Source: an optimization exercise on an open RTL-to-GDS flow (aim: small area and a short achievable clock period). Production flows keep margins and buffers that such runs may drop. RTL that was checked went through simulation tests only; none was proved equivalent to the original. For run 1, only the layout was checked, not whether the RTL still works. No activity file was given, so power comes from the tool's default toggle rates.

==> flow/design.v <==
`timescale 1ns/1ps
module qdDecode (
  input  logic [15:0] in,
  output logic isNaR,
  output logic isZero,
  output logic sign,
  output logic [12:0] sig,
  output logic signed [6:0] k
);
  logic [14:0] body;
  logic [13:0] y;
  logic [13:0] above;    
  logic [13:0] hot;      
  logic [3:0] pos;
  logic any;
  logic e;
  assign body = in[15] ? (~in[14:0] + 15'd1) : in[14:0];
  assign y = body[14] ? ~body[13:0] : body[13:0];
  always_comb begin
    above[13] = y[13];
    for (int j = 12; j >= 0; j--) above[j] = above[j+1] | y[j];
    hot[13] = y[13];
    for (int j = 12; j >= 0; j--) hot[j] = y[j] & ~above[j+1];
    any = above[0];
    pos = 4'd0;
    for (int j = 0; j < 14; j++) pos = pos | (hot[j] ? 4'(j) : 4'd0);
    e = 1'b0;
    for (int j = 1; j < 14; j++) e = e | (hot[j] & body[j-1]);
    for (int t = 0; t < 12; t++) sig[t] = (t + 2 <= 13 ? (above[t+2 > 13 ? 13 : t+2] & body[t]) : 1'b0) | hot[t+1];
    sig[12] = hot[13];
    if (!above[2]) sig[0] = 1'b1;
    if (!any) begin
      k = body[14] ? 7'sd28 : -7'sd28;
    end else if (body[14]) begin
      k = (pos == 4'd0) ? 7'sd26 : 7'(7'sd27 - 7'(3 * pos) + 7'(e));
    end else begin
      k = (pos == 4'd0) ? -7'sd28 : 7'(7'(pos) - 7'sd27 + 7'(e));
    end
  end
  assign isNaR = (in == 16'h8000);
  assign isZero = (in == 16'h0000);
  assign sign = in[15];
endmodule
`timescale 1ns/1ps
module qdTerm (
  input  logic        aNaR,
  input  logic        aZero,
  input  logic        aSign,
  input  logic [12:0] aSig,
  input  logic [6:0]  aK,
  input  logic        bNaR,
  input  logic        bZero,
  input  logic        bSign,
  input  logic [12:0] bSig,
  input  logic [6:0]  bK,
  input  logic        hold,
  output logic [40:0] prod,
  output logic [2:0]  shiftHi,
  output logic        neg,
  output logic        nar
);
  logic kill;
  logic [25:0] rawProd;
  logic [6:0] shift;
  qdMul mul (.a(aSig), .b(bSig), .p(rawProd));
  assign shift = aK + bK + 7'd56;
  assign kill = hold | aNaR | bNaR | aZero | bZero;
  assign prod = kill ? 41'd0 : ({15'd0, rawProd} << shift[3:0]);
  assign shiftHi = shift[6:4];
  assign neg = (aSign ^ bSign) & ~kill;
  assign nar = (aNaR | bNaR) & ~hold;
endmodule
module qdMul (
  input  logic [12:0] a,
  input  logic [12:0] b,
  output logic [25:0] p
);
  logic [12:0] pp [13];
  logic [25:0] r0, r1;
  always_comb for (int i = 0; i < 13; i++) pp[i] = b[i] ? a : '0;
  logic fc1;
  logic fc10;
  logic fc100;
  logic fc101;
  logic fc102;
  logic fc103;
  logic fc104;
  logic fc105;
  logic fc106;
  logic fc107;
  logic fc108;
  logic fc109;
  logic fc11;
  logic fc111;
  logic fc112;
  logic fc113;
  logic fc114;
  logic fc115;
  logic fc116;
  logic fc117;
  logic fc118;
  logic fc119;
  logic fc12;
  logic fc120;
  logic fc121;
  logic fc122;
  logic fc123;
  logic fc124;
  logic fc125;
  logic fc126;
  logic fc127;
  logic fc128;
  logic fc129;
  logic fc130;
  logic fc131;
  logic fc14;
  logic fc15;
  logic fc16;
  logic fc17;
  logic fc18;
  logic fc19;
  logic fc21;
  logic fc23;
  logic fc24;
  logic fc26;
  logic fc27;
  logic fc28;
  logic fc29;
  logic fc3;
  logic fc30;
  logic fc31;
  logic fc32;
  logic fc33;
  logic fc34;
  logic fc35;
  logic fc36;
  logic fc37;
  logic fc38;
  logic fc39;
  logic fc4;
  logic fc40;
  logic fc41;
  logic fc42;
  logic fc43;
  logic fc44;
  logic fc45;
  logic fc46;
  logic fc47;
  logic fc48;
  logic fc49;
  logic fc50;
  logic fc51;
  logic fc52;
  logic fc53;
  logic fc54;
  logic fc55;
  logic fc57;
  logic fc59;
  logic fc6;
  logic fc60;
  logic fc61;
  logic fc62;
  logic fc63;
  logic fc64;
  logic fc65;
  logic fc66;
  logic fc67;
  logic fc68;
  logic fc69;
  logic fc7;
  logic fc70;
  logic fc71;
  logic fc72;
  logic fc73;
  logic fc74;
  logic fc75;
  logic fc76;
  logic fc77;
  logic fc78;
  logic fc79;
  logic fc8;
  logic fc80;
  logic fc81;
  logic fc82;
  logic fc83;
  logic fc84;
  logic fc85;
  logic fc86;
  logic fc87;
  logic fc88;
  logic fc89;
  logic fc91;
  logic fc92;
  logic fc93;
  logic fc94;
  logic fc95;
  logic fc96;
  logic fc97;
  logic fc98;
  logic fc99;
  logic fs1;
  logic fs10;
  logic fs100;
  logic fs101;
  logic fs102;
  logic fs103;
  logic fs104;
  logic fs105;
  logic fs106;
  logic fs107;
  logic fs108;
  logic fs109;
  logic fs11;
  logic fs111;
  logic fs112;
  logic fs113;
  logic fs114;
  logic fs115;
  logic fs116;
  logic fs117;
  logic fs118;
  logic fs119;
  logic fs12;
  logic fs120;
  logic fs121;
  logic fs122;
  logic fs123;
  logic fs124;
  logic fs125;
  logic fs126;
  logic fs127;
  logic fs128;
  logic fs129;
  logic fs130;
  logic fs131;
  logic fs14;
  logic fs15;
  logic fs16;
  logic fs17;
  logic fs18;
  logic fs19;
  logic fs21;
  logic fs23;
  logic fs24;
  logic fs26;
  logic fs27;
  logic fs28;
  logic fs29;
  logic fs3;
  logic fs30;
  logic fs31;
  logic fs32;
  logic fs33;
  logic fs34;
  logic fs35;
  logic fs36;
  logic fs37;
  logic fs38;
  logic fs39;
  logic fs4;
  logic fs40;
  logic fs41;
  logic fs42;
  logic fs43;
  logic fs44;
  logic fs45;
  logic fs46;
  logic fs47;
  logic fs48;
  logic fs49;
  logic fs50;
  logic fs51;
  logic fs52;
  logic fs53;
  logic fs54;
  logic fs55;
  logic fs57;
  logic fs59;
  logic fs6;
  logic fs60;
  logic fs61;
  logic fs62;
  logic fs63;
  logic fs64;
  logic fs65;
  logic fs66;
  logic fs67;
  logic fs68;
  logic fs69;
  logic fs7;
  logic fs70;
  logic fs71;
  logic fs72;
  logic fs73;
  logic fs74;
  logic fs75;
  logic fs76;
  logic fs77;
  logic fs78;
  logic fs79;
  logic fs8;
  logic fs80;
  logic fs81;
  logic fs82;
  logic fs83;
  logic fs84;
  logic fs85;
  logic fs86;
  logic fs87;
  logic fs88;
  logic fs89;
  logic fs91;
  logic fs92;
  logic fs93;
  logic fs94;
  logic fs95;
  logic fs96;
  logic fs97;
  logic fs98;
  logic fs99;
  logic hc0;
  logic hc110;
  logic hc13;
  logic hc2;
  logic hc20;
  logic hc22;
  logic hc25;
  logic hc5;
  logic hc56;
  logic hc58;
  logic hc9;
  logic hc90;
  logic hs0;
  logic hs110;
  logic hs13;
  logic hs2;
  logic hs20;
  logic hs22;
  logic hs25;
  logic hs5;
  logic hs56;
  logic hs58;
  logic hs9;
  logic hs90;
  assign {hc0, hs0} = {1'b0, pp[0][9]} + {1'b0, pp[1][8]};
  assign {fc1, fs1} = {1'b0, pp[0][10]} + {1'b0, pp[1][9]} + {1'b0, pp[2][8]};
  assign {hc2, hs2} = {1'b0, pp[3][7]} + {1'b0, pp[4][6]};
  assign {fc3, fs3} = {1'b0, pp[0][11]} + {1'b0, pp[1][10]} + {1'b0, pp[2][9]};
  assign {fc4, fs4} = {1'b0, pp[3][8]} + {1'b0, pp[4][7]} + {1'b0, pp[5][6]};
  assign {hc5, hs5} = {1'b0, pp[6][5]} + {1'b0, pp[7][4]};
  assign {fc6, fs6} = {1'b0, pp[0][12]} + {1'b0, pp[1][11]} + {1'b0, pp[2][10]};
  assign {fc7, fs7} = {1'b0, pp[3][9]} + {1'b0, pp[4][8]} + {1'b0, pp[5][7]};
  assign {fc8, fs8} = {1'b0, pp[6][6]} + {1'b0, pp[7][5]} + {1'b0, pp[8][4]};
  assign {hc9, hs9} = {1'b0, pp[9][3]} + {1'b0, pp[10][2]};
  assign {fc10, fs10} = {1'b0, pp[1][12]} + {1'b0, pp[2][11]} + {1'b0, pp[3][10]};
  assign {fc11, fs11} = {1'b0, pp[4][9]} + {1'b0, pp[5][8]} + {1'b0, pp[6][7]};
  assign {fc12, fs12} = {1'b0, pp[7][6]} + {1'b0, pp[8][5]} + {1'b0, pp[9][4]};
  assign {hc13, hs13} = {1'b0, pp[10][3]} + {1'b0, pp[11][2]};
  assign {fc14, fs14} = {1'b0, pp[2][12]} + {1'b0, pp[3][11]} + {1'b0, pp[4][10]};
  assign {fc15, fs15} = {1'b0, pp[5][9]} + {1'b0, pp[6][8]} + {1'b0, pp[7][7]};
  assign {fc16, fs16} = {1'b0, pp[8][6]} + {1'b0, pp[9][5]} + {1'b0, pp[10][4]};
  assign {fc17, fs17} = {1'b0, pp[3][12]} + {1'b0, pp[4][11]} + {1'b0, pp[5][10]};
  assign {fc18, fs18} = {1'b0, pp[6][9]} + {1'b0, pp[7][8]} + {1'b0, pp[8][7]};
  assign {fc19, fs19} = {1'b0, pp[4][12]} + {1'b0, pp[5][11]} + {1'b0, pp[6][10]};
  assign {hc20, hs20} = {1'b0, pp[0][6]} + {1'b0, pp[1][5]};
  assign {fc21, fs21} = {1'b0, pp[0][7]} + {1'b0, pp[1][6]} + {1'b0, pp[2][5]};
  assign {hc22, hs22} = {1'b0, pp[3][4]} + {1'b0, pp[4][3]};
  assign {fc23, fs23} = {1'b0, pp[0][8]} + {1'b0, pp[1][7]} + {1'b0, pp[2][6]};
  assign {fc24, fs24} = {1'b0, pp[3][5]} + {1'b0, pp[4][4]} + {1'b0, pp[5][3]};
  assign {hc25, hs25} = {1'b0, pp[6][2]} + {1'b0, pp[7][1]};
  assign {fc26, fs26} = {1'b0, hs0} + {1'b0, pp[2][7]} + {1'b0, pp[3][6]};
  assign {fc27, fs27} = {1'b0, pp[4][5]} + {1'b0, pp[5][4]} + {1'b0, pp[6][3]};
  assign {fc28, fs28} = {1'b0, pp[7][2]} + {1'b0, pp[8][1]} + {1'b0, pp[9][0]};
  assign {fc29, fs29} = {1'b0, hc0} + {1'b0, fs1} + {1'b0, hs2};
  assign {fc30, fs30} = {1'b0, pp[5][5]} + {1'b0, pp[6][4]} + {1'b0, pp[7][3]};
  assign {fc31, fs31} = {1'b0, pp[8][2]} + {1'b0, pp[9][1]} + {1'b0, pp[10][0]};
  assign {fc32, fs32} = {1'b0, fc1} + {1'b0, hc2} + {1'b0, fs3};
  assign {fc33, fs33} = {1'b0, fs4} + {1'b0, hs5} + {1'b0, pp[8][3]};
  assign {fc34, fs34} = {1'b0, pp[9][2]} + {1'b0, pp[10][1]} + {1'b0, pp[11][0]};
  assign {fc35, fs35} = {1'b0, fc3} + {1'b0, fc4} + {1'b0, hc5};
  assign {fc36, fs36} = {1'b0, fs6} + {1'b0, fs7} + {1'b0, fs8};
  assign {fc37, fs37} = {1'b0, hs9} + {1'b0, pp[11][1]} + {1'b0, pp[12][0]};
  assign {fc38, fs38} = {1'b0, fc6} + {1'b0, fc7} + {1'b0, fc8};
  assign {fc39, fs39} = {1'b0, hc9} + {1'b0, fs10} + {1'b0, fs11};
  assign {fc40, fs40} = {1'b0, fs12} + {1'b0, hs13} + {1'b0, pp[12][1]};
  assign {fc41, fs41} = {1'b0, fc10} + {1'b0, fc11} + {1'b0, fc12};
  assign {fc42, fs42} = {1'b0, hc13} + {1'b0, fs14} + {1'b0, fs15};
  assign {fc43, fs43} = {1'b0, fs16} + {1'b0, pp[11][3]} + {1'b0, pp[12][2]};
  assign {fc44, fs44} = {1'b0, fc14} + {1'b0, fc15} + {1'b0, fc16};
  assign {fc45, fs45} = {1'b0, fs17} + {1'b0, fs18} + {1'b0, pp[9][6]};
  assign {fc46, fs46} = {1'b0, pp[10][5]} + {1'b0, pp[11][4]} + {1'b0, pp[12][3]};
  assign {fc47, fs47} = {1'b0, fc17} + {1'b0, fc18} + {1'b0, fs19};
  assign {fc48, fs48} = {1'b0, pp[7][9]} + {1'b0, pp[8][8]} + {1'b0, pp[9][7]};
  assign {fc49, fs49} = {1'b0, pp[10][6]} + {1'b0, pp[11][5]} + {1'b0, pp[12][4]};
  assign {fc50, fs50} = {1'b0, fc19} + {1'b0, pp[5][12]} + {1'b0, pp[6][11]};
  assign {fc51, fs51} = {1'b0, pp[7][10]} + {1'b0, pp[8][9]} + {1'b0, pp[9][8]};
  assign {fc52, fs52} = {1'b0, pp[10][7]} + {1'b0, pp[11][6]} + {1'b0, pp[12][5]};
  assign {fc53, fs53} = {1'b0, pp[6][12]} + {1'b0, pp[7][11]} + {1'b0, pp[8][10]};
  assign {fc54, fs54} = {1'b0, pp[9][9]} + {1'b0, pp[10][8]} + {1'b0, pp[11][7]};
  assign {fc55, fs55} = {1'b0, pp[7][12]} + {1'b0, pp[8][11]} + {1'b0, pp[9][10]};
  assign {hc56, hs56} = {1'b0, pp[0][4]} + {1'b0, pp[1][3]};
  assign {fc57, fs57} = {1'b0, pp[0][5]} + {1'b0, pp[1][4]} + {1'b0, pp[2][3]};
  assign {hc58, hs58} = {1'b0, pp[3][2]} + {1'b0, pp[4][1]};
  assign {fc59, fs59} = {1'b0, hs20} + {1'b0, pp[2][4]} + {1'b0, pp[3][3]};
  assign {fc60, fs60} = {1'b0, pp[4][2]} + {1'b0, pp[5][1]} + {1'b0, pp[6][0]};
  assign {fc61, fs61} = {1'b0, hc20} + {1'b0, fs21} + {1'b0, hs22};
  assign {fc62, fs62} = {1'b0, pp[5][2]} + {1'b0, pp[6][1]} + {1'b0, pp[7][0]};
  assign {fc63, fs63} = {1'b0, fc21} + {1'b0, hc22} + {1'b0, fs23};
  assign {fc64, fs64} = {1'b0, fs24} + {1'b0, hs25} + {1'b0, pp[8][0]};
  assign {fc65, fs65} = {1'b0, fc23} + {1'b0, fc24} + {1'b0, hc25};
  assign {fc66, fs66} = {1'b0, fs26} + {1'b0, fs27} + {1'b0, fs28};
  assign {fc67, fs67} = {1'b0, fc26} + {1'b0, fc27} + {1'b0, fc28};
  assign {fc68, fs68} = {1'b0, fs29} + {1'b0, fs30} + {1'b0, fs31};
  assign {fc69, fs69} = {1'b0, fc29} + {1'b0, fc30} + {1'b0, fc31};
  assign {fc70, fs70} = {1'b0, fs32} + {1'b0, fs33} + {1'b0, fs34};
  assign {fc71, fs71} = {1'b0, fc32} + {1'b0, fc33} + {1'b0, fc34};
  assign {fc72, fs72} = {1'b0, fs35} + {1'b0, fs36} + {1'b0, fs37};
  assign {fc73, fs73} = {1'b0, fc35} + {1'b0, fc36} + {1'b0, fc37};
  assign {fc74, fs74} = {1'b0, fs38} + {1'b0, fs39} + {1'b0, fs40};
  assign {fc75, fs75} = {1'b0, fc38} + {1'b0, fc39} + {1'b0, fc40};
  assign {fc76, fs76} = {1'b0, fs41} + {1'b0, fs42} + {1'b0, fs43};
  assign {fc77, fs77} = {1'b0, fc41} + {1'b0, fc42} + {1'b0, fc43};
  assign {fc78, fs78} = {1'b0, fs44} + {1'b0, fs45} + {1'b0, fs46};
  assign {fc79, fs79} = {1'b0, fc44} + {1'b0, fc45} + {1'b0, fc46};
  assign {fc80, fs80} = {1'b0, fs47} + {1'b0, fs48} + {1'b0, fs49};
  assign {fc81, fs81} = {1'b0, fc47} + {1'b0, fc48} + {1'b0, fc49};
  assign {fc82, fs82} = {1'b0, fs50} + {1'b0, fs51} + {1'b0, fs52};
  assign {fc83, fs83} = {1'b0, fc50} + {1'b0, fc51} + {1'b0, fc52};
  assign {fc84, fs84} = {1'b0, fs53} + {1'b0, fs54} + {1'b0, pp[12][6]};
  assign {fc85, fs85} = {1'b0, fc53} + {1'b0, fc54} + {1'b0, fs55};
  assign {fc86, fs86} = {1'b0, pp[10][9]} + {1'b0, pp[11][8]} + {1'b0, pp[12][7]};
  assign {fc87, fs87} = {1'b0, fc55} + {1'b0, pp[8][12]} + {1'b0, pp[9][11]};
  assign {fc88, fs88} = {1'b0, pp[10][10]} + {1'b0, pp[11][9]} + {1'b0, pp[12][8]};
  assign {fc89, fs89} = {1'b0, pp[9][12]} + {1'b0, pp[10][11]} + {1'b0, pp[11][10]};
  assign {hc90, hs90} = {1'b0, pp[0][3]} + {1'b0, pp[1][2]};
  assign {fc91, fs91} = {1'b0, hs56} + {1'b0, pp[2][2]} + {1'b0, pp[3][1]};
  assign {fc92, fs92} = {1'b0, hc56} + {1'b0, fs57} + {1'b0, hs58};
  assign {fc93, fs93} = {1'b0, fc57} + {1'b0, hc58} + {1'b0, fs59};
  assign {fc94, fs94} = {1'b0, fc59} + {1'b0, fc60} + {1'b0, fs61};
  assign {fc95, fs95} = {1'b0, fc61} + {1'b0, fc62} + {1'b0, fs63};
  assign {fc96, fs96} = {1'b0, fc63} + {1'b0, fc64} + {1'b0, fs65};
  assign {fc97, fs97} = {1'b0, fc65} + {1'b0, fc66} + {1'b0, fs67};
  assign {fc98, fs98} = {1'b0, fc67} + {1'b0, fc68} + {1'b0, fs69};
  assign {fc99, fs99} = {1'b0, fc69} + {1'b0, fc70} + {1'b0, fs71};
  assign {fc100, fs100} = {1'b0, fc71} + {1'b0, fc72} + {1'b0, fs73};
  assign {fc101, fs101} = {1'b0, fc73} + {1'b0, fc74} + {1'b0, fs75};
  assign {fc102, fs102} = {1'b0, fc75} + {1'b0, fc76} + {1'b0, fs77};
  assign {fc103, fs103} = {1'b0, fc77} + {1'b0, fc78} + {1'b0, fs79};
  assign {fc104, fs104} = {1'b0, fc79} + {1'b0, fc80} + {1'b0, fs81};
  assign {fc105, fs105} = {1'b0, fc81} + {1'b0, fc82} + {1'b0, fs83};
  assign {fc106, fs106} = {1'b0, fc83} + {1'b0, fc84} + {1'b0, fs85};
  assign {fc107, fs107} = {1'b0, fc85} + {1'b0, fc86} + {1'b0, fs87};
  assign {fc108, fs108} = {1'b0, fc87} + {1'b0, fc88} + {1'b0, fs89};
  assign {fc109, fs109} = {1'b0, fc89} + {1'b0, pp[10][12]} + {1'b0, pp[11][11]};
  assign {hc110, hs110} = {1'b0, pp[0][2]} + {1'b0, pp[1][1]};
  assign {fc111, fs111} = {1'b0, hs90} + {1'b0, pp[2][1]} + {1'b0, pp[3][0]};
  assign {fc112, fs112} = {1'b0, hc90} + {1'b0, fs91} + {1'b0, pp[4][0]};
  assign {fc113, fs113} = {1'b0, fc91} + {1'b0, fs92} + {1'b0, pp[5][0]};
  assign {fc114, fs114} = {1'b0, fc92} + {1'b0, fs93} + {1'b0, fs60};
  assign {fc115, fs115} = {1'b0, fc93} + {1'b0, fs94} + {1'b0, fs62};
  assign {fc116, fs116} = {1'b0, fc94} + {1'b0, fs95} + {1'b0, fs64};
  assign {fc117, fs117} = {1'b0, fc95} + {1'b0, fs96} + {1'b0, fs66};
  assign {fc118, fs118} = {1'b0, fc96} + {1'b0, fs97} + {1'b0, fs68};
  assign {fc119, fs119} = {1'b0, fc97} + {1'b0, fs98} + {1'b0, fs70};
  assign {fc120, fs120} = {1'b0, fc98} + {1'b0, fs99} + {1'b0, fs72};
  assign {fc121, fs121} = {1'b0, fc99} + {1'b0, fs100} + {1'b0, fs74};
  assign {fc122, fs122} = {1'b0, fc100} + {1'b0, fs101} + {1'b0, fs76};
  assign {fc123, fs123} = {1'b0, fc101} + {1'b0, fs102} + {1'b0, fs78};
  assign {fc124, fs124} = {1'b0, fc102} + {1'b0, fs103} + {1'b0, fs80};
  assign {fc125, fs125} = {1'b0, fc103} + {1'b0, fs104} + {1'b0, fs82};
  assign {fc126, fs126} = {1'b0, fc104} + {1'b0, fs105} + {1'b0, fs84};
  assign {fc127, fs127} = {1'b0, fc105} + {1'b0, fs106} + {1'b0, fs86};
  assign {fc128, fs128} = {1'b0, fc106} + {1'b0, fs107} + {1'b0, fs88};
  assign {fc129, fs129} = {1'b0, fc107} + {1'b0, fs108} + {1'b0, pp[12][9]};
  assign {fc130, fs130} = {1'b0, fc108} + {1'b0, fs109} + {1'b0, pp[12][10]};
  assign {fc131, fs131} = {1'b0, fc109} + {1'b0, pp[11][12]} + {1'b0, pp[12][11]};
  assign r0 = {1'b0, fc131, fc130, fc129, fc128, fc127, fc126, fc125, fc124, fc123, fc122, fc121, fc120, fc119, fc118, fc117, fc116, fc115, fc114, fc113, fc112, fc111, hc110, hs110, pp[0][1], pp[0][0]};
  assign r1 = {1'b0, pp[12][12], fs131, fs130, fs129, fs128, fs127, fs126, fs125, fs124, fs123, fs122, fs121, fs120, fs119, fs118, fs117, fs116, fs115, fs114, fs113, fs112, fs111, pp[2][0], pp[1][0], 1'b0};
  qdAdd #(.W(26)) fin (.a(r0), .b(r1), .ci(1'b0), .s(p));
endmodule
`timescale 1ns/1ps
module qdAccum (
  input  logic         clk,
  input  logic         clear,
  input  logic [40:0]  prod,
  input  logic [7:0]   place,
  input  logic         neg,
  input  logic         termNaR,
  output logic [127:0] quire,
  output logic         quireNaR
);
  logic [127:0] aligned;
  logic [127:0] sum;
  always_comb begin
    aligned = '0;
    for (int j = 0; j < 8; j++) begin
      aligned = aligned | (({87'd0, prod} << (16 * j)) & {128{place[j]}});
    end
  end
  qdAddHC #(.W(128)) add (.a(quire), .b(aligned ^ {128{neg}}), .ci(neg), .s(sum));
  always_ff @(posedge clk) begin
    if (clear) begin
      quire <= '0;
      quireNaR <= 1'b0;
    end else begin
      quire <= sum;
      quireNaR <= quireNaR | termNaR;
    end
  end
endmodule
module qdAdd #(
  parameter int W = 128
) (
  input  logic [W-1:0] a,
  input  logic [W-1:0] b,
  input  logic         ci,
  output logic [W-1:0] s
);
  localparam int L = $clog2(W);
  logic [W-1:0] p0, g0;
  logic [W-1:0] g, p;
  logic [W-1:0] c;
  always_comb begin
    p0 = a ^ b;
    g0 = a & b;
    g = g0;
    p = p0;
    g[0] = g0[0] | (p0[0] & ci);
    for (int l = 0; l < L; l++) begin
      for (int i = (2 << l) - 1; i < W; i += (2 << l)) begin
        g[i] = g[i] | (p[i] & g[i - (1 << l)]);
        p[i] = p[i] & p[i - (1 << l)];
      end
    end
    for (int l = L - 2; l >= 0; l--) begin
      for (int i = (3 << l) - 1; i < W; i += (2 << l)) begin
        g[i] = g[i] | (p[i] & g[i - (1 << l)]);
        p[i] = p[i] & p[i - (1 << l)];
      end
    end
    c = {g[W-2:0], ci};
    s = p0 ^ c;
  end
endmodule
module qdAddHC #(
  parameter int W = 128
) (
  input  logic [W-1:0] a,
  input  logic [W-1:0] b,
  input  logic         ci,
  output logic [W-1:0] s
);
  localparam int L = $clog2(W);
  logic [W-1:0] p0, g0;
  logic [W-1:0] g, p, gn, pn;
  logic [W-1:0] c;
  always_comb begin
    p0 = a ^ b;
    g0 = a & b;
    g = g0;
    p = p0;
    g[0] = g0[0] | (p0[0] & ci);
    for (int i = 1; i < W; i += 2) begin
      g[i] = g[i] | (p[i] & g[i-1]);
      p[i] = p[i] & p[i-1];
    end
    for (int l = 1; l < L; l++) begin
      gn = g;
      pn = p;
      for (int i = 1; i < W; i += 2) begin
        if (i - (1 << l) >= 0) begin
          gn[i] = g[i] | (p[i] & g[i - (1 << l)]);
          pn[i] = p[i] & p[i - (1 << l)];
        end
      end
      g = gn;
      p = pn;
    end
    for (int i = 2; i < W; i += 2) begin
      g[i] = g[i] | (p[i] & g[i-1]);
    end
    c = {g[W-2:0], ci};
    s = p0 ^ c;
  end
endmodule
`timescale 1ns/1ps
module qdRound (
  input  logic [127:0] quire,
  input  logic         quireNaR,
  output logic [15:0]  result
);
  logic s;
  logic [83:0] v;
  logic posBig, negBig, big, tiny, isZero;
  logic [5:0] aPos, aNeg, a;
  logic [5:0] sh;
  logic [16:0] pat;
  logic [13:0] msk;
  logic cut, odd;
  logic [57:0] win;
  logic [14:0] w;
  logic [80:0] po;
  logic [55:0] stk;
  logic sticky;
  logic inc;
  logic [16:0] ext;
  logic [14:0] e0, e1, em1;
  logic [3:0] m;
  logic g, t0, c, step;
  logic [15:0] main;
  assign s = quire[127];
  assign v = quire[83:0] ^ {84{s}};
  assign posBig = !s && (|quire[126:84]);
  assign negBig = s && !((&quire[126:84]) && (|quire[83:0]));
  assign big = posBig || negBig;
  assign tiny = s ? (&quire[83:28]) : !(|quire[83:28]);
  assign isZero = !s && !(|quire[126:0]);
  qdLead #(.W(64)) leadPos (.x({8'd0, quire[83:28]}), .pos(aPos));
  qdLead #(.W(64)) leadNeg (.x({8'd0, ~quire[83:28]}), .pos(aNeg));
  assign a = s ? aNeg : aPos;
  positRoundTable tab (.a, .sh, .pat, .msk, .cut, .odd);
  assign win = v[83:26] >> sh;
  assign w = win[14:0];
  always_comb begin
    po = quire[80:0];
    for (int l = 0; l < 7; l++) begin
      for (int i = 0; i < 81; i++) begin
        if ((i >> l) % 2 == 1) po[i] = po[i] | po[((i >> l) << l) - 1];
      end
    end
  end
  assign stk = po[80:25];
  assign sticky = stk[sh];
  assign inc = s && !sticky;
  assign ext = pat | {3'd0, w[13:0] & msk};
  assign e0 = ext[16:2];
  assign e1 = e0 + 15'd1;
  assign em1 = e0 - 15'd1;
  assign m = {1'b0, w[2:0]} + {3'd0, inc};
  always_comb begin
    if (cut) begin
      g = odd && (m[3] || m[1] || m[0]);
      t0 = odd && (m[3] || m[1]);
      c = 1'b0;
    end else begin
      g = ext[1] ^ (inc && ext[0]);
      t0 = ext[0] ^ inc;
      c = inc && ext[1] && ext[0];
    end
  end
  assign step = c || (g && (t0 || sticky || e0[0]));
  assign main = s ? (step ? ~{1'b0, e0} : ~{1'b0, em1})
                  : (step ? {1'b0, e1} : {1'b0, e0});
  always_comb begin
    if (quireNaR) begin
      result = 16'h8000;
    end else if (isZero) begin
      result = 16'h0000;
    end else if (big) begin
      result = s ? 16'h8001 : 16'h7FFF;
    end else if (tiny) begin
      result = s ? 16'hFFFF : 16'h0001;
    end else begin
      result = main;
    end
  end
endmodule
module qdLead #(
  parameter int W = 64
) (
  input  logic [W-1:0] x,
  output logic [$clog2(W)-1:0] pos
);
  if (W == 2) begin : g_leaf
    assign pos = x[1];
  end else begin : g_node
    localparam int H = W / 2;
    logic [$clog2(H)-1:0] ph, pl;
    logic vh;
    qdLead #(.W(H)) hi (.x(x[W-1:H]), .pos(ph));
    qdLead #(.W(H)) lo (.x(x[H-1:0]), .pos(pl));
    assign vh = |x[W-1:H];
    assign pos = vh ? {1'b1, ph} : {1'b0, pl};
  end
endmodule
`timescale 1ns/1ps
module positRoundTable (
  input  logic [5:0]  a,
  output logic [5:0]  sh,
  output logic [16:0] pat,
  output logic [13:0] msk,
  output logic        cut,
  output logic        odd
);
  always_comb begin
    case (a)
      6'd0: begin sh = 6'd0; pat = 17'h00004; msk = 14'h0000; cut = 1'b1; odd = 1'b0; end
      6'd1: begin sh = 6'd1; pat = 17'h00004; msk = 14'h0000; cut = 1'b1; odd = 1'b1; end
      6'd2: begin sh = 6'd2; pat = 17'h00008; msk = 14'h0003; cut = 1'b0; odd = 1'b0; end
      6'd3: begin sh = 6'd3; pat = 17'h0000C; msk = 14'h0003; cut = 1'b0; odd = 1'b0; end
      6'd4: begin sh = 6'd3; pat = 17'h00010; msk = 14'h0007; cut = 1'b0; odd = 1'b0; end
      6'd5: begin sh = 6'd4; pat = 17'h00018; msk = 14'h0007; cut = 1'b0; odd = 1'b0; end
      6'd6: begin sh = 6'd4; pat = 17'h00020; msk = 14'h000F; cut = 1'b0; odd = 1'b0; end
      6'd7: begin sh = 6'd5; pat = 17'h00030; msk = 14'h000F; cut = 1'b0; odd = 1'b0; end
      6'd8: begin sh = 6'd5; pat = 17'h00040; msk = 14'h001F; cut = 1'b0; odd = 1'b0; end
      6'd9: begin sh = 6'd6; pat = 17'h00060; msk = 14'h001F; cut = 1'b0; odd = 1'b0; end
      6'd10: begin sh = 6'd6; pat = 17'h00080; msk = 14'h003F; cut = 1'b0; odd = 1'b0; end
      6'd11: begin sh = 6'd7; pat = 17'h000C0; msk = 14'h003F; cut = 1'b0; odd = 1'b0; end
      6'd12: begin sh = 6'd7; pat = 17'h00100; msk = 14'h007F; cut = 1'b0; odd = 1'b0; end
      6'd13: begin sh = 6'd8; pat = 17'h00180; msk = 14'h007F; cut = 1'b0; odd = 1'b0; end
      6'd14: begin sh = 6'd8; pat = 17'h00200; msk = 14'h00FF; cut = 1'b0; odd = 1'b0; end
      6'd15: begin sh = 6'd9; pat = 17'h00300; msk = 14'h00FF; cut = 1'b0; odd = 1'b0; end
      6'd16: begin sh = 6'd9; pat = 17'h00400; msk = 14'h01FF; cut = 1'b0; odd = 1'b0; end
      6'd17: begin sh = 6'd10; pat = 17'h00600; msk = 14'h01FF; cut = 1'b0; odd = 1'b0; end
      6'd18: begin sh = 6'd10; pat = 17'h00800; msk = 14'h03FF; cut = 1'b0; odd = 1'b0; end
      6'd19: begin sh = 6'd11; pat = 17'h00C00; msk = 14'h03FF; cut = 1'b0; odd = 1'b0; end
      6'd20: begin sh = 6'd11; pat = 17'h01000; msk = 14'h07FF; cut = 1'b0; odd = 1'b0; end
      6'd21: begin sh = 6'd12; pat = 17'h01800; msk = 14'h07FF; cut = 1'b0; odd = 1'b0; end
      6'd22: begin sh = 6'd12; pat = 17'h02000; msk = 14'h0FFF; cut = 1'b0; odd = 1'b0; end
      6'd23: begin sh = 6'd13; pat = 17'h03000; msk = 14'h0FFF; cut = 1'b0; odd = 1'b0; end
      6'd24: begin sh = 6'd13; pat = 17'h04000; msk = 14'h1FFF; cut = 1'b0; odd = 1'b0; end
      6'd25: begin sh = 6'd14; pat = 17'h06000; msk = 14'h1FFF; cut = 1'b0; odd = 1'b0; end
      6'd26: begin sh = 6'd14; pat = 17'h08000; msk = 14'h3FFF; cut = 1'b0; odd = 1'b0; end
      6'd27: begin sh = 6'd15; pat = 17'h0C000; msk = 14'h3FFF; cut = 1'b0; odd = 1'b0; end
      6'd28: begin sh = 6'd16; pat = 17'h10000; msk = 14'h3FFF; cut = 1'b0; odd = 1'b0; end
      6'd29: begin sh = 6'd17; pat = 17'h14000; msk = 14'h3FFF; cut = 1'b0; odd = 1'b0; end
      6'd30: begin sh = 6'd19; pat = 17'h18000; msk = 14'h1FFF; cut = 1'b0; odd = 1'b0; end
      6'd31: begin sh = 6'd20; pat = 17'h1A000; msk = 14'h1FFF; cut = 1'b0; odd = 1'b0; end
      6'd32: begin sh = 6'd22; pat = 17'h1C000; msk = 14'h0FFF; cut = 1'b0; odd = 1'b0; end
      6'd33: begin sh = 6'd23; pat = 17'h1D000; msk = 14'h0FFF; cut = 1'b0; odd = 1'b0; end
      6'd34: begin sh = 6'd25; pat = 17'h1E000; msk = 14'h07FF; cut = 1'b0; odd = 1'b0; end
      6'd35: begin sh = 6'd26; pat = 17'h1E800; msk = 14'h07FF; cut = 1'b0; odd = 1'b0; end
      6'd36: begin sh = 6'd28; pat = 17'h1F000; msk = 14'h03FF; cut = 1'b0; odd = 1'b0; end
      6'd37: begin sh = 6'd29; pat = 17'h1F400; msk = 14'h03FF; cut = 1'b0; odd = 1'b0; end
      6'd38: begin sh = 6'd31; pat = 17'h1F800; msk = 14'h01FF; cut = 1'b0; odd = 1'b0; end
      6'd39: begin sh = 6'd32; pat = 17'h1FA00; msk = 14'h01FF; cut = 1'b0; odd = 1'b0; end
      6'd40: begin sh = 6'd34; pat = 17'h1FC00; msk = 14'h00FF; cut = 1'b0; odd = 1'b0; end
      6'd41: begin sh = 6'd35; pat = 17'h1FD00; msk = 14'h00FF; cut = 1'b0; odd = 1'b0; end
      6'd42: begin sh = 6'd37; pat = 17'h1FE00; msk = 14'h007F; cut = 1'b0; odd = 1'b0; end
      6'd43: begin sh = 6'd38; pat = 17'h1FE80; msk = 14'h007F; cut = 1'b0; odd = 1'b0; end
      6'd44: begin sh = 6'd40; pat = 17'h1FF00; msk = 14'h003F; cut = 1'b0; odd = 1'b0; end
      6'd45: begin sh = 6'd41; pat = 17'h1FF40; msk = 14'h003F; cut = 1'b0; odd = 1'b0; end
      6'd46: begin sh = 6'd43; pat = 17'h1FF80; msk = 14'h001F; cut = 1'b0; odd = 1'b0; end
      6'd47: begin sh = 6'd44; pat = 17'h1FFA0; msk = 14'h001F; cut = 1'b0; odd = 1'b0; end
      6'd48: begin sh = 6'd46; pat = 17'h1FFC0; msk = 14'h000F; cut = 1'b0; odd = 1'b0; end
      6'd49: begin sh = 6'd47; pat = 17'h1FFD0; msk = 14'h000F; cut = 1'b0; odd = 1'b0; end
      6'd50: begin sh = 6'd49; pat = 17'h1FFE0; msk = 14'h0007; cut = 1'b0; odd = 1'b0; end
      6'd51: begin sh = 6'd50; pat = 17'h1FFE8; msk = 14'h0007; cut = 1'b0; odd = 1'b0; end
      6'd52: begin sh = 6'd52; pat = 17'h1FFF0; msk = 14'h0003; cut = 1'b0; odd = 1'b0; end
      6'd53: begin sh = 6'd53; pat = 17'h1FFF4; msk = 14'h0003; cut = 1'b0; odd = 1'b0; end
      6'd54: begin sh = 6'd54; pat = 17'h1FFF8; msk = 14'h0000; cut = 1'b1; odd = 1'b0; end
      6'd55: begin sh = 6'd55; pat = 17'h1FFF8; msk = 14'h0000; cut = 1'b1; odd = 1'b1; end
      default: begin sh = 6'd0; pat = 17'h00000; msk = 14'h0000; cut = 1'b0; odd = 1'b0; end
    endcase
  end
endmodule
`timescale 1ns/1ps
module quireDotApb (
  input  logic        clk,
  input  logic        rst,
  input  logic        psel,
  input  logic        penable,
  input  logic        pwrite,
  input  logic [7:0]  paddr,
  input  logic [31:0] pwdata,
  output logic [31:0] prdata,
  output logic        pready,
  output logic        pslverr
);
  localparam logic [7:0] RegOpA = 8'h00;
  localparam logic [7:0] RegOpB = 8'h04;
  localparam logic [7:0] RegCtrl = 8'h08;
  localparam logic [7:0] RegResult = 8'h0C;
  logic setup;
  logic hitA, hitB, hitC, hitR;
  logic rstQ, clrQ;
  logic wrA, wrB;
  logic accNext;
  logic [15:0] stg;
  logic [15:0] opA, opB;
  logic dNaR, dZero, dSign;
  logic [12:0] dSig;
  logic [6:0] dK;
  logic aNaR, aZero, aSign, bNaR, bZero, bSign;
  logic [12:0] aSig, bSig;
  logic [6:0] aK, bK;
  logic [40:0] prod;
  logic [2:0] shiftHi;
  logic neg, nar;
  logic [40:0] tProd;
  logic [7:0] tPlace;
  logic tNeg, tNaR;
  logic [127:0] quire;
  logic quireNaR;
  logic [15:0] result;
  logic [15:0] rdata;
  logic err;
  assign setup = psel && !penable;
  assign hitA = (paddr == RegOpA);
  assign hitB = (paddr == RegOpB);
  assign hitC = (paddr == RegCtrl);
  assign hitR = (paddr == RegResult);
  always_ff @(posedge clk) begin
    rstQ <= rst;
    clrQ <= rst || (setup && pwrite && hitC && pwdata[0]);
    wrA <= setup && pwrite && hitA;
    wrB <= setup && pwrite && hitB;
    stg <= pwdata[15:0];
  end
  qdDecode dec (.in(stg), .isNaR(dNaR), .isZero(dZero), .sign(dSign), .sig(dSig), .k(dK));
  always_ff @(posedge clk) begin
    if (rstQ) begin
      opA <= '0;
      aNaR <= 1'b0;
      aZero <= 1'b1;
    end else if (wrA) begin
      opA <= stg;
      aNaR <= dNaR;
      aZero <= dZero;
    end
    if (rstQ) begin
      opB <= '0;
      bNaR <= 1'b0;
      bZero <= 1'b1;
    end else if (wrB) begin
      opB <= stg;
      bNaR <= dNaR;
      bZero <= dZero;
    end
    if (wrA) begin
      aSign <= dSign;
      aSig <= dSig;
      aK <= dK;
    end
    if (wrB) begin
      bSign <= dSign;
      bSig <= dSig;
      bK <= dK;
    end
  end
  qdTerm term (
    .aNaR, .aZero, .aSign, .aSig, .aK,
    .bNaR, .bZero, .bSign, .bSig, .bK,
    .hold(rstQ),
    .prod, .shiftHi, .neg, .nar
  );
  assign accNext = setup && pwrite && hitC && pwdata[1];
  always_ff @(posedge clk) begin
    tProd <= prod;
    tPlace <= accNext ? (8'd1 << shiftHi) : 8'd0;
    tNeg <= accNext && neg;
    tNaR <= accNext && nar;
  end
  qdAccum accum (
    .clk, .clear(clrQ),
    .prod(tProd), .place(tPlace), .neg(tNeg), .termNaR(tNaR),
    .quire, .quireNaR
  );
  qdRound round (.quire, .quireNaR, .result);
  always_ff @(posedge clk) begin
    rdata <= rstQ ? 16'h0000 : hitA ? opA : hitB ? opB : hitR ? result : 16'h0000;
    err <= !(hitA || hitB || hitC || hitR) || (pwrite && hitR);
  end
  assign prdata = {16'h0000, rdata};
  assign pready = 1'b1;
  assign pslverr = err;
endmodule
==> flow/run.sh <==
#!/bin/bash
# synth_recipe.tcl (not shown) runs the flow's synth.tcl, then flattens the netlist and writes it again
# the make line also repeats each setting of config.mk as NAME=value (left out here)
make -C /OpenROAD-flow-scripts/flow DESIGN_CONFIG=/design/flow/config.mk WORK_HOME=/design/flow/orfs CLKGATE_MAP_FILE= SYNTH_SCRIPT=/design/flow/synth_recipe.tcl finish
==> flow/config.mk <==
export PLATFORM = sky130hd
export DESIGN_NAME = quireDotApb
export DESIGN_NICKNAME = quireDotApb
export VERILOG_FILES = /design/flow/design.v
export SDC_FILE = /design/flow/constraint.sdc
export NUM_CORES = 4
export LEC_CHECK = 0
export ABC_AREA = 1
export CAP_MARGIN = 20
export CORE_MARGIN = 2
export CORE_UTILIZATION = 50
export PLACE_DENSITY = 0.65
export SETUP_SLACK_MARGIN = 0.5
export SLEW_MARGIN = 20
==> flow/constraint.sdc <==
create_clock -name core_clock -period 22.0 [get_ports {clk}]
set_input_delay 4.4000 -clock core_clock [delete_from_list [all_inputs] [get_ports {clk}]]
set_output_delay 4.4000 -clock core_clock [all_outputs]
set_load 0.01 [all_outputs]
==> qor.yml, run 1 <==
drt_iter0_drc: 3244
worstMarginPinSlew_ps: 1080
reg2reg_depth: 27
drive_above_1_share: 0.0372
clock_latency_ps: 560
synth_compound_area_frac: 0.133
final_max_slew_viol_count: 0
ant_nets: 0
drt_wl_total_um: 102000
yosysSeqAreaShare: 0.189
n_fill_cell: 6621
track_usage: 0.291
post_cts_buffers: 0
synth_cell_type_count: 60
critPathLaunchType: "flop"
ff2ff_setup_slack_ps: 14190
cts_resized: 0
critPathCaptureType: "flop"
cts_root_buffer: "clkbuf_16"
cp.required_ps: 22410
dr.pass1.iters: 6
synthCells: 4975
max_slew_margin: 0.282
area_growth_pct: 5.77
post-route-min-period_ps: 7810
mostFrequentLayoutCells: "nand2_1 (1011), inv_1 (838), nand3_1 (463)"
drc: 0
min_path_cells: 2
cp_max_fo: 43
clockBufferDepth: 3
synth_top_family_by_area: "simple AND/OR/NAND/NOR gates"
ys_warn_count: 9
wl_per_cell_um: 17.7
fin_crit_sh: 0.355
layoutNonFillerInstCount: 5761
place_area_um2: 34200
h-tree-depth: 2
worstHoldPathType: "reg -> reg"
cts.sinks: 295
max_freq_mhz: 128
tns_ps: 0
status: "timing/DRC/antenna clean"
nets: 5318
synth-xor-area-share: 0.0782
setup_viol: 0
grt_pass1_wl_um: 163000
core_area_um2: 66000
die_h_um: 263
dr_total_vias: 31900
synth.area.mux_share: 0.00748
total_power_mw: 1.26
whs_ps: 464
io_pins: 79
mostFrequentLayoutCell: "nand2_1"
cap_violations: 0
p_leak_nw: 17.4
synth_fa_ha_area_frac: 0.194
hpwlAfterDp_um: 78300
crit_type: "reg -> reg"
place_inst: 5695
rsz0062_at_grt: "false"
die-area_um2: 69000
irDropWorstVdd_v: 0.0000628
cts_hold_buf: 0
avgSynthCellArea_um2: 6.73
portBuffers: 45
die_w_um: 263
syn_area_um2: 33500
worstPathArrival_ps: 8220
drt-vias-per-instance: 5.53
ys_ff_latch: 295
grt_remaining_overflow: 0
grt_pass1_vias: 30100
cts_inserted_buffers: 38
start_util: 0.507
clkSlewWorstSetupHoldPaths_ps: 60
seqCellArea_um2: 6340
num_antenna_cells: 0
grt_max_degree: 97
final-hold-violation-count: 0
fin_area_um2: 35400
synth-simple-area-share: 0.269
p_per_area_nw_per_um2: 35.7
multi_input_area_um2: 22900
cts_tree: "yes"
num_rows: 94
clock_skew_ps: 28.3
gp_congestion: 0.961
antenna_found_initial: 0
==> through the flow <==
step                 util  worst slack (ps)
floorplan               -             15840
global placement    0.518             14380
detailed placement  0.518             14330
CTS                 0.536             14330
global route        0.536             13670
finish              0.536             14190
==> sequential cells by signal (all words and copies together) (netlist names), 7 cells and up <==
signal,count
aK,7
aSig,13
accum.quire,128
bK,7
bSig,13
opA,16
opB,16
rdata,16
stg,16
tPlace,8
tProd,41
==> synth_stat cells, drive strengths merged <==
cell	n	area, um2
or2	7	43.8
o211ai	19	143
clkbuf	120	452
a21boi	12	90.1
nand3b	7	52.6
o31ai	10	75.1
o221ai	57	499
or4	1	7.51
o21a	19	143
conb	2	7.51
nand3	468	2370
xor2	223	1960
mux2i	25	250
inv	861	3230
fa	198	3960
dfxtp	253	5060
a21oi	260	1320
ha	203	2540
nand2	1042	4020
o211a	1	10.0
o22ai	88	551
nor3	30	155
a211oi	4	30.0
edfxtp	42	1260
nor2	461	1850
buf	106	607
a22oi	1	7.51
o21bai	7	52.6
and3	1	6.26
nor4	27	169
clkinv	3	11.3
and2	3	18.8
a31oi	36	225
xnor2	75	657
o21ai	249	1250
a2111oi	1	8.76
nand4	46	288
a221oi	2	17.5
o2bb2ai	2	17.5
a21o	3	22.5
==> kinds of logic after synthesis <==
logic type / count (synthesis)
XOR/XNOR: 298
multiplexers: 25
other: 2
AND/OR/NAND/NOR: 2093
adder cells (fa/ha/maj): 401
AO/OA/AOI/OAI: 771
flip-flops: 295
buffers and inverters: 1090
==> routing by layer <==
| layer | GRT usage | part of all wire |
|---|---|---|
| met2 | 0.469 | 0.45 |
| met1 | 0.399 | 0.44 |
| met4 | 0.0879 | 0.030 |
| met3 | 0.0490 | 0.077 |
| met5 | 0 | 0 |
==> report_power, final <==
group | internal [mW] | leakage, nW | switching [mW]
clock network | 0.357 | 0.580 | 0.256
registers | 0.553 | 2.43 | 0.00324
logic | 0.0346 | 14.4 | 0.0580
==> critical path, stage by stage, from the launching register on <==
cell and delay [ps]:
dfxtp_4 700, buf_4 640, o21ai_0 280, fa_1 490, o31ai_1 470, a21oi_1 200
nor2_1 130, nor2_1 90, o21ai_0 160, a21oi_1 130, nor3_1 150, nor2_1 120
inv_1 80, a21oi_1 90, o21ai_0 460, a21oi_1 270, o21ai_0 430, a31oi_1 280
o21ai_0 520, a21oi_1 280, o21ai_0 410, inv_1 140, o21a_1 250, nor2_1 110
nor2_1 80, fa_1 420, xor2_1 170, nor2_1 50
==> final timing paths <==
| check | startpoint | to |
|---|---|---|
| max reg2reg | tNeg | accum.quire[117] |
| max | tNeg | accum.quire[117] |
| min reg2reg | accum.quire[0] | accum.quire[0] |
| min | accum.quire[0] | accum.quire[0] |
==> area by class of cell <==
class,count,area share
Clock buffer,51,0.0294
Timing Repair Buffer,68,0.0180
Tap cell,864,0.0305
Inverter,864,0.0916
Sequential cell,295,0.179
Multi-Input combinational cell,3605,0.647
Clock inverter,14,0.00403
==> run 2, diff against run 1 <==
--- a/flow/design.v
+++ b/flow/design.v
@@ -56,3 +56,3 @@
   input  logic        hold,
-  output logic [40:0] prod,
+  output logic [47:0] prod,
   output logic [2:0]  shiftHi,
@@ -64,9 +64,11 @@
   logic [6:0] shift;
-  qdMul mul (.a(aSig), .b(bSig), .p(rawProd));
+  logic [62:0] ext;
   assign shift = aK + bK + 7'd56;
   assign kill = hold | aNaR | bNaR | aZero | bZero;
-  assign prod = kill ? 41'd0 : ({15'd0, rawProd} << shift[3:0]);
-  assign shiftHi = shift[6:4];
   assign neg = (aSign ^ bSign) & ~kill;
   assign nar = (aNaR | bNaR) & ~hold;
+  qdMul mul (.a(aSig), .b(bSig), .inv(neg), .p(rawProd));
+  assign ext = {{22{neg}}, rawProd, {15{neg}}} << shift[3:0];
+  assign prod = kill ? 48'd0 : ext[62:15];
+  assign shiftHi = shift[6:4];
 endmodule
@@ -75,2 +77,3 @@
   input  logic [12:0] b,
+  input  logic inv,
   output logic [25:0] p
@@ -478,3 +481,3 @@
   assign r1 = {1'b0, pp[12][12], fs131, fs130, fs129, fs128, fs127, fs126, fs125, fs124, fs123, fs122, fs121, fs120, fs119, fs118, fs117, fs116, fs115, fs114, fs113, fs112, fs111, pp[2][0], pp[1][0], 1'b0};
-  qdAdd #(.W(26)) fin (.a(r0), .b(r1), .ci(1'b0), .s(p));
+  qdAdd #(.W(26)) fin (.a(r0), .b(r1), .ci(1'b0), .inv(inv), .s(p));
 endmodule
@@ -484,3 +487,4 @@
   input  logic         clear,
-  input  logic [40:0]  prod,
+  input  logic [47:0]  prod,
+  input  logic [7:0]   fill,
   input  logic [7:0]   place,
@@ -496,6 +500,9 @@
     for (int j = 0; j < 8; j++) begin
-      aligned = aligned | (({87'd0, prod} << (16 * j)) & {128{place[j]}});
+      aligned = aligned | (({80'd0, prod} << (16 * j)) & {128{place[j]}});
+    end
+    for (int k = 0; k < 8; k++) begin
+      aligned[16*k +: 16] = aligned[16*k +: 16] | {16{fill[k]}};
     end
   end
-  qdAddHC #(.W(128)) add (.a(quire), .b(aligned ^ {128{neg}}), .ci(neg), .s(sum));
+  qdAdd #(.W(128)) add (.a(quire), .b(aligned), .ci(neg), .inv(1'b0), .s(sum));
   always_ff @(posedge clk) begin
@@ -516,2 +523,3 @@
   input  logic         ci,
+  input  logic         inv,
   output logic [W-1:0] s
@@ -541,44 +549,3 @@
     c = {g[W-2:0], ci};
-    s = p0 ^ c;
-  end
-endmodule
-module qdAddHC #(
-  parameter int W = 128
-) (
-  input  logic [W-1:0] a,
-  input  logic [W-1:0] b,
-  input  logic         ci,
-  output logic [W-1:0] s
-);
-  localparam int L = $clog2(W);
-  logic [W-1:0] p0, g0;
-  logic [W-1:0] g, p, gn, pn;
-  logic [W-1:0] c;
-  always_comb begin
-    p0 = a ^ b;
-    g0 = a & b;
-    g = g0;
-    p = p0;
-    g[0] = g0[0] | (p0[0] & ci);
-    for (int i = 1; i < W; i += 2) begin
-      g[i] = g[i] | (p[i] & g[i-1]);
-      p[i] = p[i] & p[i-1];
-    end
-    for (int l = 1; l < L; l++) begin
-      gn = g;
-      pn = p;
-      for (int i = 1; i < W; i += 2) begin
-        if (i - (1 << l) >= 0) begin
-          gn[i] = g[i] | (p[i] & g[i - (1 << l)]);
-          pn[i] = p[i] & p[i - (1 << l)];
-        end
-      end
-      g = gn;
-      p = pn;
-    end
-    for (int i = 2; i < W; i += 2) begin
-      g[i] = g[i] | (p[i] & g[i-1]);
-    end
-    c = {g[W-2:0], ci};
-    s = p0 ^ c;
+    s = p0 ^ {W{inv}} ^ c;
   end
@@ -599,3 +566,7 @@
   logic cut, odd;
-  logic [57:0] win;
+  logic [45:0] x5;
+  logic [30:0] x4;
+  logic [22:0] x3;
+  logic [18:0] x2;
+  logic [16:0] x1;
   logic [14:0] w;
@@ -621,4 +592,10 @@
   positRoundTable tab (.a, .sh, .pat, .msk, .cut, .odd);
-  assign win = v[83:26] >> sh;
-  assign w = win[14:0];
+  always_comb begin
+    x5 = sh[5] ? {26'd0, v[83:58]} : v[71:26];
+    x4 = sh[4] ? {1'b0, x5[45:16]} : x5[30:0];
+    x3 = sh[3] ? x4[30:8] : x4[22:0];
+    x2 = sh[2] ? x3[22:4] : x3[18:0];
+    x1 = sh[1] ? x2[18:2] : x2[16:0];
+    w = sh[0] ? x1[15:1] : x1[14:0];
+  end
   always_comb begin
@@ -632,3 +609,3 @@
   assign stk = po[80:25];
-  assign sticky = stk[sh];
+  positRoundSticky pick (.a, .stk, .sticky);
   assign inc = s && !sticky;
@@ -756,2 +733,67 @@
 endmodule
+module positRoundSticky (
+  input  logic [5:0]  a,
+  input  logic [55:0] stk,
+  output logic        sticky
+);
+  logic [63:0] byA;
+  assign byA[0] = stk[0];
+  assign byA[1] = stk[1];
+  assign byA[2] = stk[2];
+  assign byA[3] = stk[3];
+  assign byA[4] = stk[3];
+  assign byA[5] = stk[4];
+  assign byA[6] = stk[4];
+  assign byA[7] = stk[5];
+  assign byA[8] = stk[5];
+  assign byA[9] = stk[6];
+  assign byA[10] = stk[6];
+  assign byA[11] = stk[7];
+  assign byA[12] = stk[7];
+  assign byA[13] = stk[8];
+  assign byA[14] = stk[8];
+  assign byA[15] = stk[9];
+  assign byA[16] = stk[9];
+  assign byA[17] = stk[10];
+  assign byA[18] = stk[10];
+  assign byA[19] = stk[11];
+  assign byA[20] = stk[11];
+  assign byA[21] = stk[12];
+  assign byA[22] = stk[12];
+  assign byA[23] = stk[13];
+  assign byA[24] = stk[13];
+  assign byA[25] = stk[14];
+  assign byA[26] = stk[14];
+  assign byA[27] = stk[15];
+  assign byA[28] = stk[16];
+  assign byA[29] = stk[17];
+  assign byA[30] = stk[19];
+  assign byA[31] = stk[20];
+  assign byA[32] = stk[22];
+  assign byA[33] = stk[23];
+  assign byA[34] = stk[25];
+  assign byA[35] = stk[26];
+  assign byA[36] = stk[28];
+  assign byA[37] = stk[29];
+  assign byA[38] = stk[31];
+  assign byA[39] = stk[32];
+  assign byA[40] = stk[34];
+  assign byA[41] = stk[35];
+  assign byA[42] = stk[37];
+  assign byA[43] = stk[38];
+  assign byA[44] = stk[40];
+  assign byA[45] = stk[41];
+  assign byA[46] = stk[43];
+  assign byA[47] = stk[44];
+  assign byA[48] = stk[46];
+  assign byA[49] = stk[47];
+  assign byA[50] = stk[49];
+  assign byA[51] = stk[50];
+  assign byA[52] = stk[52];
+  assign byA[53] = stk[53];
+  assign byA[54] = stk[54];
+  assign byA[55] = stk[55];
+  assign byA[63:56] = 8'd0;
+  assign sticky = byA[a];
+endmodule
 `timescale 1ns/1ps
@@ -786,7 +828,9 @@
   logic [6:0] aK, bK;
-  logic [40:0] prod;
+  logic [47:0] prod;
   logic [2:0] shiftHi;
   logic neg, nar;
-  logic [40:0] tProd;
+  logic [47:0] tProd;
   logic [7:0] tPlace;
+  logic [7:0] tFill;
+  logic [7:0] place, covered;
   logic tNeg, tNaR;
@@ -847,5 +891,8 @@
   assign accNext = setup && pwrite && hitC && pwdata[1];
+  assign place = 8'd1 << shiftHi;
+  assign covered = place | (place << 1) | (place << 2);
   always_ff @(posedge clk) begin
     tProd <= prod;
-    tPlace <= accNext ? (8'd1 << shiftHi) : 8'd0;
+    tPlace <= accNext ? place : 8'd0;
+    tFill <= (accNext && neg) ? ~covered : 8'd0;
     tNeg <= accNext && neg;
@@ -855,3 +902,3 @@
     .clk, .clear(clrQ),
-    .prod(tProd), .place(tPlace), .neg(tNeg), .termNaR(tNaR),
+    .prod(tProd), .fill(tFill), .place(tPlace), .neg(tNeg), .termNaR(tNaR),
     .quire, .quireNaR
@@ -860,3 +907,3 @@
   always_ff @(posedge clk) begin
-    rdata <= rstQ ? 16'h0000 : hitA ? opA : hitB ? opB : hitR ? result : 16'h0000;
+    rdata <= ({16{hitA && !rstQ}} & opA) | ({16{hitB && !rstQ}} & opB) | ({16{hitR && !rstQ}} & result);
     err <= !(hitA || hitB || hitC || hitR) || (pwrite && hitR);
==> flow/flow/run.sh (new file) <==
#!/bin/bash
set -euo pipefail
bash standard.sh SETUP_SLACK_MARGIN=15.3 finish > standard.log 2>&1
==> flow/standard.sh (new file) <==
#!/bin/bash
# synth_recipe.tcl (not shown) runs the flow's synth.tcl, then flattens the netlist and writes it again
# the make line also repeats each setting of config.mk as NAME=value (left out here)
make -C /OpenROAD-flow-scripts/flow DESIGN_CONFIG=/design/flow/config.mk WORK_HOME=/design/flow/orfs CLKGATE_MAP_FILE= SYNTH_SCRIPT=/design/flow/synth_recipe.tcl "${@:-finish}"
--- a/flow/config.mk
+++ b/flow/config.mk
@@ -12,3 +12,2 @@
 export PLACE_DENSITY = 0.65
-export SETUP_SLACK_MARGIN = 0.5
 export SLEW_MARGIN = 20
removed: flow/run.sh
==> run 2 against run 1 <==
Via count shrank 8.6%. Combinational power is essentially flat. Global-route usage shrank 0.65 points. Routed wire length shrank 9.2%. Critical endpoint is now rdata[6]. Largest cell class unchanged.
==> qor.yml, run 2 <==
ys_warn_count: 9  # unchanged
drt_wl_total_um: 92500  # was 102000 um
cts_tree: "yes"  # unchanged
p_leak_nw: 16.2  # was 17.4 nW
syn_area_um2: 31300  # was 33500 um2
grt_pass1_wl_um: 146000  # was 163000 um
clock_latency_ps: 580  # was 560 ps
grt_remaining_overflow: 0  # unchanged
cp_max_fo: 31  # was 43
drt-vias-per-instance: 5.42  # was 5.53
layoutNonFillerInstCount: 5376  # was 5761
fin_ws_ps: 15780  # was 14190 ps
synth_cell_type_count: 72  # was 60
post-route-min-period_ps: 6220  # was 7810 ps
mostFrequentLayoutCell: "nand2_1"  # unchanged
die_h_um: 254  # was 263 um
io_pins: 79  # unchanged
drc: 0  # unchanged
portBuffers: 45  # unchanged
critPathCaptureType: "flop"  # unchanged
cap_violations: 0  # unchanged
antenna_found_initial: 1  # was 0
min_from: "tNaR"  # was accum.quire[0]
synthCells: 4577  # was 4975
drt_iter0_drc: 2972  # was 3244
cp_num_cells: 39  # was 27
clkSlewWorstSetupHoldPaths_ps: 60  # about the same
crit_type: "reg -> reg"  # unchanged
irDropWorstVdd_v: 0.0000578  # was 0.0000628 V
max_slew_margin: 0.286  # was 0.282
synthFlopType: "dfxtp_1"  # unchanged
worstReg2RegStart: "accum.quire[54]"  # was tNeg
multi_input_area_um2: 21000  # was 22900 um2
gp_congestion: 0.989  # was 0.961
num_rows: 91  # was 94
max_stage_delay_ps: 600  # was 700 ps
status: "timing/DRC/antenna clean"  # unchanged
wl_per_cell_um: 17.2  # was 17.7 um
largest_reg_flops: 128  # unchanged
ff2ff_setup_slack_ps: 15780  # was 14190 ps
clockBufferDepth: 3  # unchanged
drive_above_1_share: 0.0584  # was 0.0372
post-place-ws_ps: 15090  # was 14330 ps
critPathSlowestCell: "dfxtp_1"  # was dfxtp_4
cp.required_ps: 22460  # was 22410 ps
final-hold-violation-count: 0  # unchanged
whs_ps: 429  # was 464 ps
cts_root_buffer: "clkbuf_16"  # unchanged
rsz0062_at_grt: "false"  # unchanged
worstHoldPathType: "reg -> reg"  # unchanged
yosysMostFrequentCell: "nand2_1"  # unchanged
ys_ff_latch: 304  # was 295
synth_largest_area_cell: "dfxtp_1"  # unchanged
place_inst: 5305  # was 5695
hpwlAfterDp_um: 70100  # was 78300 um
max_freq_mhz: 161  # was 128 MHz
avgSynthCellArea_um2: 6.83  # was 6.73 um2
r2r-end: "rdata[6]"  # was accum.quire[117]
grt_max_degree: 67  # was 97
yosysSeqAreaShare: 0.208  # was 0.189
mostFrequentLayoutCells: "nand2_1 (1050), inv_1 (748), nor2_1 (358)"  # was nand2_1 (1011), inv_1 (838), nand3_1 (463)
critPathLaunchType: "flop"  # unchanged
seqCellArea_um2: 6530  # was 6340 um2
core_area_um2: 61800  # was 66000 um2
die_w_um: 254  # was 263 um
path_delay_family: "simple AND/OR/NAND/NOR gates"  # was compound AO/OA/AOI/OAI gates
synth_common_cells: "nand2_1 (1052), inv_1 (750), nor2_1 (358)"  # was nand2_1 (1011), inv_1 (839), nand3_1 (463)
start_util: 0.506  # was 0.507
regMostFlops: "accum.quire"  # unchanged
tns_ps: 0  # unchanged
min_to: "accum.quireNaR"  # was accum.quire[0]
final_max_slew_viol_count: 0  # unchanged
nets: 4939  # was 5318
track_usage: 0.285  # was 0.291
dr.pass1.iters: 5  # was 6
reg2reg_depth: 39  # was 27
fin_crit_sh: 0.283  # was 0.355
n_fill_cell: 6243  # was 6621
grt_pass1_vias: 27000  # was 30100
area_growth_pct: 6.94  # was 5.77%
crit_buf_inv: 5  # was 3
die-area_um2: 64600  # was 69000 um2
p_per_area_nw_per_um2: 39.0  # was 35.7 nW/um2
dr_total_vias: 29100  # was 31900
cp_common_cell: "nand2_1"
num_antenna_cells: 0  # unchanged
synth-edff-count: 42  # unchanged
synthTopCellsByArea: "dfxtp_1 (17%), nand2_1 (13%), fa_1 (12%)"  # was dfxtp_1 (15%), fa_1 (12%), nand2_1 (11%)
async_reset_ff_frac: 0  # unchanged
cts.sinks: 304  # was 295
synth_top_area_share: 0.168  # was 0.151
worstMarginPinSlew_ps: 1070  # was 1080 ps
h-tree-depth: 2  # unchanged
min_path_cells: 2  # unchanged
clock_skew_ps: 31.9  # was 28.3 ps
setup_viol: 0  # unchanged
cts_inserted_buffers: 37  # was 38
top_regs: "accum.quire x128, tProd x42"  # was accum.quire x128, tProd x41
worstPathArrival_ps: 6680  # was 8220 ps
cts_hold_buf: 0  # unchanged
ant_nets: 0  # unchanged
run 2: cells by family (layout without fill, tap and decap cells):
family	count (synthesis)	count (layout)	share of synthesized area
simple gates	1995	1995	0.282
buf+inv	968	915	0.124
compound gates	733	733	0.134
fa+ha+maj	383	383	0.198
flops	304	304	0.208
xor+xnor	186	186	0.0523
mux	6	6	0.00192
other cells	2	17	0.000240
run 2: area by class of cell:
| class | instances | share of cell area |
|---|---|---|
| repair buffers | 63 | 0.0179 |
| well taps | 837 | 0.0313 |
| clock buffers | 54 | 0.0329 |
| multi-input cells | 3320 | 0.628 |
| inverters | 785 | 0.0888 |
| clock inverters | 13 | 0.00557 |
| flip-flops and latches | 304 | 0.195 |
run 2: power breakdown:
part,internal [mW],leakage [nW],switching (mW)
clock network,0.377,0.628,0.262
logic,0.0341,13.1,0.0585
registers,0.569,2.51,0.00346
run 2: worst reg2reg max path, delay by kind of cell (launching register included):
kind            cells  cell delay, ps
compound gates      2             290
fa+ha+maj           2             470
buf+inv             5             820
flops               1             600
simple gates       30            3940
run 2: routing by layer:
metal	track usage	routed length [um]	up-vias
met4	0.0835	2730	2
met3	0.0435	6560	180
met5	0	13	-
met1	0.391	40900	13500
li1	-	-	14500
met2	0.464	42300	975
run 2: how the worst max path moves through the flow:
stage	from	end	slack [ps]
floorplan	paddr[5]	rdata[12]	16250
global placement	accum.quire[127]	rdata[6]	15070
detailed placement	accum.quire[127]	rdata[6]	15090
CTS	tProd[0]	accum.quire[127]	15310
global route	accum.quire[37]	rdata[10]	15300
finish	accum.quire[54]	rdata[6]	15780
run 2: what timing repair did:
action / 4_1_cts / 5_1_grt
endpoints found under the setup margin: 16 / 33
gates resized for setup: 4 / 22
pin swaps: 0 / 0
setup buffers: 1 / 3
hold endpoints to repair: 0 / 0
run 2: metrics by stage:
| step | util | total power [mW] | area (um2) |
|---|---|---|---|
| floorplan | - | 0.657 | 31300 |
| finish | 0.541 | 1.30 | 33500 |
| detailed placement | 0.518 | 0.677 | 32100 |
| global route | 0.541 | 1.35 | 33500 |
| global placement | 0.518 | 0.676 | 32100 |
| CTS | 0.540 | 1.32 | 33400 |

-- port drivers added, routing unchanged --
In the flow no input, the clock included, has a driving cell. The finished layouts below were timed again as built, in two steps. Step 1 (the two cells are an assumption about what drives the block):
set clk [get_ports {clk}]
set_driving_cell -lib_cell sky130_fd_sc_hd__clkbuf_16 $clk
set_driving_cell -lib_cell sky130_fd_sc_hd__buf_2 [delete_from_list [all_inputs] $clk]
Step 2, shift: input delay + t, output delay - t, t = (earliest + latest rising clock arrival at the registers) / 2. This alone moves slack from input paths to output paths. Three values: ideal, step 1, step 2; two values: the first two.
run | t (ns) | slack for setup (ns) | worst hold slack (ns) | worst setup path at the end | pins driven straight from the clock port
run 1 | 0.614 | 14.189 / 14.189 / 14.189 | 0.464 / 0.464 / 0.464 | register to register | 1
run 2 | 0.629 | 15.781 / 15.781 / 15.298 | 0.429 / 0.429 / 0.429 | input to register | 1
After both steps setup and hold are still met in every run listed. For run 2, which loses most, drivers alone change the setup slack by 0.000 ns; drivers and shift together by -0.483 ns.
